Background: an optimization exercise with open tools, aiming at small area and a short achievable clock period. Do not read the settings as production practice.
Function was checked by simulation only, so behaviour that the tests miss may differ from the original.
Power is estimated from default activity; no workload was simulated.

Design fb_combiner_n, start of the top module:
module fb_combiner_n
#(
    parameter int N_CH      = 4,
    parameter int DATA_W    = 15,
    parameter int COEF_W    = 18,
    parameter int FRAC_BITS = 14,
    parameter int OUT_W     = 13,
    parameter int CNT_W     = 8
) (
    input  logic                     clk,
    input  logic                     rst_n,
    input  logic                     trig,
    input  logic [N_CH*DATA_W-1:0]   data_in,
    input  logic [N_CH*COEF_W-1:0]   coef,
    input  logic [N_CH-1:0]          ch_en,
    input  logic [1:0]               mode,
    input  logic [OUT_W-1:0]         const_dac,
    input  logic [2:0]               no_bunches,
    input  logic [3:0]               no_samples,
    input  logic [CNT_W-1:0]         sample_spacing,
    input  logic [CNT_W-1:0]         start_delay,
    input  logic                     sat_clr,
    output logic [OUT_W-1:0]         fb_sgnl,
    output logic                     dac_cond,
    output logic                     busy,
    output logic                     sat_flag
);
clock: 9.0 ns
lec_check: 0
abc_clock_period_in_ps: 2000
cap_margin: 20
core_margin: 2
core_utilization: 60
cts_cluster_diameter: 80
cts_cluster_size: 24
slew_margin: 20
synth_hierarchical: 1
synth_minimum_keep_size: 0
standard.sh (not shown) runs the stock make flow with config.mk's settings and CLKGATE_MAP_FILE= SYNTH_SCRIPT=/design/flow/synth_recipe.tcl, a recipe that flattens the netlist after the stock synthesis.
==> flow/flow/run.sh <==
#!/bin/bash
set -euo pipefail
bash standard.sh SETUP_SLACK_MARGIN=6.0 "BUFFER_PORTS_ARGS=-buffer_cell sky130_fd_sc_hd__buf_1" finish > flow_make.log 2>&1
Then changed:
- CTS_CLUSTER_DIAMETER: 80 -> not set
- CTS_CLUSTER_SIZE: 24 -> not set
Outcome: The new run finished with timing, DRC and antenna clean; design area goes up by a few percent; worst setup slack gains 0.023 ns; power is higher by a few percent; via count barely changes; wire length went up slightly.
Then changed:
==> flow/flow/run.sh (replaced) <==
#!/bin/bash
set -euo pipefail
bash standard.sh SETUP_SLACK_MARGIN=6.15 "BUFFER_PORTS_ARGS=-buffer_cell sky130_fd_sc_hd__buf_1" finish > flow_make.log 2>&1
- CTS_CLUSTER_DIAMETER: not set -> 80
- CTS_CLUSTER_SIZE: not set -> 24
After rerunning: Clock-buffer cell count came out lower by 34. Cell count fell by 1.0%. Routed wire length fell by about 0.7%. Hold slack gets better by 0.0038 ns. Power went down by about 7%. Via count went down by about 0.36%. Clock power is lower by about 32%. Worst setup slack improved by 0.049 ns. Clock skew rises by 0.0066 ns.
Then changed:
- CORE_UTILIZATION: 60 -> 70
=> The new run finished with timing, DRC and antenna clean; total power falls by 3.1%; register-to-register slack hardly moves; die area falls by 14%; sequential power hardly moves; clock-buffer cell count falls by 7; sequential cell count stays the same; maximum frequency falls by 2.2%.

the previous run:
fb_combiner_n, a different RTL version from the one above (not shown whole).
Size: roughly 540 flip-flops, ~39,000 µm² of cells after synthesis.
clock: 9.0 ns
lec_check: 0
cap_margin: 20
core_margin: 2
core_utilization: 40
setup_slack_margin: 5
slew_margin: 20
run.sh (not shown) runs the stock make flow with config.mk's settings and CLKGATE_MAP_FILE= SYNTH_SCRIPT=/design/flow/synth_recipe.tcl, a recipe that flattens the netlist after the stock synthesis.
Stock flow here: none of the scripts above is used.
The previous run finished every step from synthesis to the final layout, and the layout passed the timing, DRC and antenna checks.
--- input diff the previous run..the current run ---
- SETUP_SLACK_MARGIN: 5 -> unset
==> flow/flow/run.sh (new file) <==
#!/bin/bash
set -euo pipefail
bash standard.sh SETUP_SLACK_MARGIN=6.0 finish > flow_make.log 2>&1
==> flow/standard.sh (new file) <==
#!/bin/bash
# synth_recipe.tcl (not shown) runs the flow's synth.tcl, then flattens the netlist and writes it again
# the make line also repeats each setting of config.mk as NAME=value (left out here)
make -C /OpenROAD-flow-scripts/flow DESIGN_CONFIG=/design/flow/config.mk WORK_HOME=/design/flow/orfs CLKGATE_MAP_FILE= SYNTH_SCRIPT=/design/flow/synth_recipe.tcl "${@:-finish}"
removed: flow/run.sh
Findings:
Multi-input gate share of total cell area of the current run is on par with the previous run.
[compare] base=the previous run new=the current run: final critical-path required period decreased by 0.41 ns relative to the old numbers; core utilization has increased.
Looking at clock network area share, the current run sits 0.58 points below the previous run.

==> afterwards: timing with drivers on the ports <==
How much do the figures lean on ideal ports? The routed layouts below were timed once more, with nothing changed but the port constraints. Step 1: set_driving_cell puts a clkbuf_16 on clk and a buf_2 on each other input, an assumption about the parent block. Step 2, shift: input delay + t, output delay - t, t = (earliest + latest rising clock arrival at the registers) / 2. This alone moves slack from input paths to output paths. a / b / c = ideal / step 1 / step 2; a / b = the first two.
| run | shift t [ns] | setup slack, ns | hold WS [ns] | worst setup path after step 2 |
|---|---|---|---|---|
| the first run of note 1 | 0.654 | 6.013 / 6.013 / 5.535 | 0.353 / 0.353 / 0.353 | input to register |
| the second run of note 1 | 0.704 | 6.036 / 5.989 / 5.488 | 0.350 / 0.350 / 0.350 | input to register |
| the third run of note 1 | 0.647 | 6.085 / 6.023 / 5.558 | 0.354 / 0.354 / 0.354 | input to register |
| the fourth run of note 1 | 0.699 | 6.020 / 5.954 / 5.576 | 0.357 / 0.357 / 0.357 | input to register |
| the previous run | 0.691 | 5.100 / 5.153 / 4.462 | 0.349 / 0.349 / 0.349 | input to register |
| the current run | 0.729 | 5.507 / 5.535 / 4.806 | 0.351 / 0.351 / 0.351 | input to register |
After both steps every run listed still meets setup and hold. The setup slack of the current run, which loses most, moves by +0.028 ns with the drivers and by -0.701 ns with both steps.
